Source: an optimization exercise on an open RTL-to-GDS flow (aim: small area). Production flows keep margins and buffers that such runs may drop.
Only simulation tests tie the RTL to the original design; equivalence was not proved.

fjord:
// scope_sample_framer
module scope_sample_framer (
  input  logic        clk_i,
  input  logic        rst_ni,
  input  logic        push,
  output logic        full,
  input  logic        first_of_chunk_i,
  input  logic [63:0] current_time_us_i,
  input  logic [8:0]  chunk_samples_i,
  input  logic [1:0]  gain_mode_i,
  input  logic        channel_ok_i,
  input  logic [11:0] calibrated_mv_i,
  output logic        empty,
  input  logic        pop,
  output logic [7:0]  out_byte_o,
  output logic        last_of_packet_o,
  input  logic        cfg_we_i,
  input  logic [2:0]  cfg_idx_i,
  input  logic [31:0] cfg_wdata_i
);
Size in the first run: roughly 4,800 cells after synthesis, ~140 I/O pins, roughly 42,000 sq um of cells after synthesis.
export LEC_CHECK = 0
export ABC_AREA = 1
export CAP_MARGIN = 20
export CORE_MARGIN = 2
export CORE_UTILIZATION = 65
export CTS_BUF_LIST = sky130_fd_sc_hd__clkbuf_8
export CTS_CLUSTER_DIAMETER = 60
export CTS_CLUSTER_SIZE = 16
export SLEW_MARGIN = 20
export BUFFER_PORTS_ARGS = -buffer_cell sky130_fd_sc_hd__buf_1
export CTS_ARGS = -sink_clustering_enable -repair_clock_nets -sink_clustering_size 16 -sink_clustering_max_diameter 60 -buf_list {sky130_fd_sc_hd__clkbuf_4 sky130_fd_sc_hd__clkbuf_8} -dont_use_dummy_load
create_clock -name core_clock -period 10.0 [get_ports {clk_i}]
standard.sh (not shown) runs the stock make flow with config.mk's settings and CLKGATE_MAP_FILE= SYNTH_SCRIPT=/design/flow/synth_recipe.tcl, a recipe that flattens the netlist after the stock synthesis.
==> flow/flow/run.sh <==
#!/bin/bash
# Standard layout, but with the smallest buffer on the ports and no CTS dummy loads.
set -e
cat >> "$FLOW_CONFIG" <<'EOT'
export BUFFER_PORTS_ARGS = -buffer_cell sky130_fd_sc_hd__buf_1
export CTS_ARGS = -sink_clustering_enable -repair_clock_nets -sink_clustering_size 16 -sink_clustering_max_diameter 60 -buf_list {sky130_fd_sc_hd__clkbuf_4 sky130_fd_sc_hd__clkbuf_8} -dont_use_dummy_load
EOT
bash standard.sh > standard.log 2>&1
Input-level comparison between ember and fjord:
Settings: BUFFER_PORTS_ARGS removed (was -buffer_cell sky130_fd_sc_hd__buf_1); CTS_ARGS removed (was -sink_clustering_enable -repair_clock_nets -sink_clustering_size 16 -sink_clustering_max_diameter 60 -buf_list {sky130_fd_sc_hd__clkbuf_4 sky130_fd_sc_hd__clkbuf_8} -dont_use_dummy_load).
==> flow/run.sh (new file) <==
#!/bin/bash
# synth_recipe.tcl (not shown) runs the flow's synth.tcl, then flattens the netlist and writes it again
# the make line also repeats each setting of config.mk as NAME=value (left out here)
make -C /OpenROAD-flow-scripts/flow DESIGN_CONFIG=/design/flow/config.mk WORK_HOME=/design/flow/orfs CLKGATE_MAP_FILE= SYNTH_SCRIPT=/design/flow/synth_recipe.tcl finish
removed: flow/flow/run.sh
removed: flow/standard.sh
Results
In the tables for fjord and ember, detailed placement HPWL reads lower with ember.
Between ember and fjord, the wire length does not differ in any meaningful way.
| reg2reg setup slack | ember vs fjord | ≈ equal |
Input-level comparison between zinc and ember:
Settings: an added BUFFER_PORTS_ARGS of -buffer_cell sky130_fd_sc_hd__buf_1.
==> flow/flow/run.sh (new file) <==
#!/bin/bash
# Standard layout, but with the smallest buffer on the ports.
set -e
cp standard.sh standard_copy.txt
cp "$FLOW_CONFIG" config_before.txt
echo 'export BUFFER_PORTS_ARGS = -buffer_cell sky130_fd_sc_hd__buf_1' >> "$FLOW_CONFIG"
bash standard.sh > standard.log 2>&1
==> flow/standard.sh (new file) <==
#!/bin/bash
# synth_recipe.tcl (not shown) runs the flow's synth.tcl, then flattens the netlist and writes it again
# the make line also repeats each setting of config.mk as NAME=value (left out here)
make -C /OpenROAD-flow-scripts/flow DESIGN_CONFIG=/design/flow/config.mk WORK_HOME=/design/flow/orfs CLKGATE_MAP_FILE= SYNTH_SCRIPT=/design/flow/synth_recipe.tcl "${@:-finish}"
removed: flow/run.sh
Findings:
- The core of zinc is less densely filled than that of ember.
- zinc vs. ember: clock-buffer cell count fell about 4%, number of antenna cells inserted rose 3, slack of the critical path fell 0.088 ns.
- Total of endpoints with negative setup slack in the final report came out exactly the same in zinc and ember.
Modified inputs, raven compared to zinc
Settings: CTS_ARGS now -sink_clustering_enable -repair_clock_nets -sink_clustering_size 10 -sink_clustering_max_diameter 40 -buf_list sky130_fd_sc_hd__clkbuf_4 -dont_use_dummy_load, previously not set.
==> flow/flow/run.sh <==
#!/bin/bash
# Standard layout, but with the smallest buffer on the ports and no CTS dummy loads.
set -e
cat >> "$FLOW_CONFIG" <<'EOT'
export BUFFER_PORTS_ARGS = -buffer_cell sky130_fd_sc_hd__buf_1
export CTS_ARGS = -sink_clustering_enable -repair_clock_nets -sink_clustering_size 10 -sink_clustering_max_diameter 40 -buf_list sky130_fd_sc_hd__clkbuf_4 -dont_use_dummy_load
EOT
bash standard.sh > standard.log 2>&1
From zinc to raven the numbers moved as follows: synthesis-to-finish area growth went down by 0.85 points; overall die width comparable; worst stage delay on the critical path roughly the same; sum of routed wire segments on met1 did not really move. raven falls short of zinc in via count.
The inputs of juniper differ from those of raven as listed below.
Settings: CTS_ARGS now -sink_clustering_enable -repair_clock_nets -sink_clustering_size 16 -sink_clustering_max_diameter 60 -buf_list sky130_fd_sc_hd__clkbuf_8 -dont_use_dummy_load, was -sink_clustering_enable -repair_clock_nets -sink_clustering_size 10 -sink_clustering_max_diameter 40 -buf_list sky130_fd_sc_hd__clkbuf_4 -dont_use_dummy_load.
==> flow/flow/run.sh <==
#!/bin/bash
# Standard layout, but with the smallest buffer on the ports and no CTS dummy loads.
set -e
cat >> "$FLOW_CONFIG" <<'EOT'
export BUFFER_PORTS_ARGS = -buffer_cell sky130_fd_sc_hd__buf_1
export CTS_ARGS = -sink_clustering_enable -repair_clock_nets -sink_clustering_size 16 -sink_clustering_max_diameter 60 -buf_list sky130_fd_sc_hd__clkbuf_8 -dont_use_dummy_load
EOT
bash standard.sh > standard.log 2>&1
### Flow results
- Delta(final antenna diode count, juniper - raven) > 0
- In the flow results for raven and juniper, the final setup slack of the worst path is smaller on juniper.
- Run comparison: raven beginning of the critical path u_float.r_q[1]$_SDFFCE_PN1P_; juniper beginning of the critical path chunk_samples_i[8]
- Between juniper and raven, it is juniper whose number of buffer and inverter instances along the worst setup path is lower, by 8.
- Compared with raven, juniper shows post-layout net count lower by 35.
- Routed wire length: juniper vs raven, no meaningful difference
- juniper and raven ended up with roughly the same sequential share of layout area.

* * *

== rev 12 ==
scope_sample_framer, a different RTL version from the one above (not shown whole).
Size: roughly 480 flip-flops, ~46000 sq um of cells after synthesis.
Design scope_sample_framer, start of the top module:
module scope_sample_framer (
  input  logic        clk_i,
  input  logic        rst_ni,
  input  logic        push,
  output logic        full,
  input  logic        first_of_chunk_i,
  input  logic [63:0] current_time_us_i,
  input  logic [8:0]  chunk_samples_i,
  input  logic [1:0]  gain_mode_i,
  input  logic        channel_ok_i,
  input  logic [11:0] calibrated_mv_i,
  output logic        empty,
  input  logic        pop,
  output logic [7:0]  out_byte_o,
  output logic        last_of_packet_o,
  input  logic        cfg_we_i,
  input  logic [2:0]  cfg_idx_i,
  input  logic [31:0] cfg_wdata_i
);
  logic [95:0] gn_q;
  logic [14:0] glz_q;
  logic [83:0] off_q;
  logic [15:0] per_q, win_q;
  logic [31:0] wn;
  logic [4:0]  wlz;
  logic        pend, eng_free, accept, m_accept, start;
  logic [63:0] stamp;
  logic        f_free, f_wr;
  logic [31:0] fbits;
  ssf_norm u_norm (
    .d_i  (cfg_wdata_i),
    .n_o  (wn),
    .lz_o (wlz)
  );
  always_ff @(posedge clk_i or negedge rst_ni) begin
    if (!rst_ni) begin
      gn_q[31:0]  <= ssf_pkg::GNRM_HIGH_RST;
  ...
Settings: LEC_CHECK=0, CAP_MARGIN=20, CORE_MARGIN=2, CORE_UTILIZATION=65, SLEW_MARGIN=20; clock period 10.0 ns.
run.sh (not shown) runs the stock make flow with config.mk's settings and CLKGATE_MAP_FILE= SYNTH_SCRIPT=/design/flow/synth_recipe.tcl, a recipe that flattens the netlist after the stock synthesis.
Stock flow here: none of the scripts above is used.
Rev 12 finished all stages; the layout is clean.
Input-level comparison between rev 13 and rev 12:
- a change of CORE_UTILIZATION from 65 to 40
--- outcome ---
- Result: PASS for each of rev 13 and rev 12
- | total clock buffers created by CTS | rev 13 vs rev 12 | 4 higher |
- In the reports for rev 13 and rev 12, the smaller routability-driven placement congestion ratio belongs to rev 13.
- Rev 13: full die area is 45000 sq um higher than what rev 12 reported.
- Rev 13 vs. rev 12: share of the clock period used by the worst path after layout now smaller, final worst setup slack went up 0.037 ns, met1 layer usage reported by global route saw a decrease, met2 routing resource usage after global routing now sits lower.

static timing again, ports no longer ideal:
The flow's constraints put no driver on any port. The routed layouts listed below were extracted and timed again, unchanged, in two steps.
Step 1 assumes that a clkbuf_16 drives the clock port and a buf_2 every other input.
Step 2 also shifts input and output timing later by t, the mid clock arrival at the registers, as if the neighbouring blocks saw the same clock.
Slacks: no drivers / after step 1 / after step 2; pairs: no drivers / after step 1.
| run | t, ns | setup slack, ns | pins driven straight from the clock port |
|---|---|---|---|
| fjord | 0.705 | 0.591 / 0.619 / -0.074 | 1 |
| ember | 0.738 | 0.627 / 0.627 / -0.056 | 1 |
| zinc | 0.728 | 0.539 / 0.539 / -0.029 | 1 |
| raven | 0.878 | 0.636 / 0.636 / -0.054 | 1 |
| juniper | 0.705 | 0.591 / 0.619 / -0.074 | 1 |
| rev 12 | 0.675 | 0.338 / 0.386 / -0.289 | 1 |
| rev 13 | 0.720 | 0.375 / 0.428 / -0.292 | 1 |
With both steps, setup timing fails in every run listed, where it was met with ideal ports. The setup slack of raven, which loses most, moves by 0.000 ns with the drivers and by -0.690 ns with both steps.
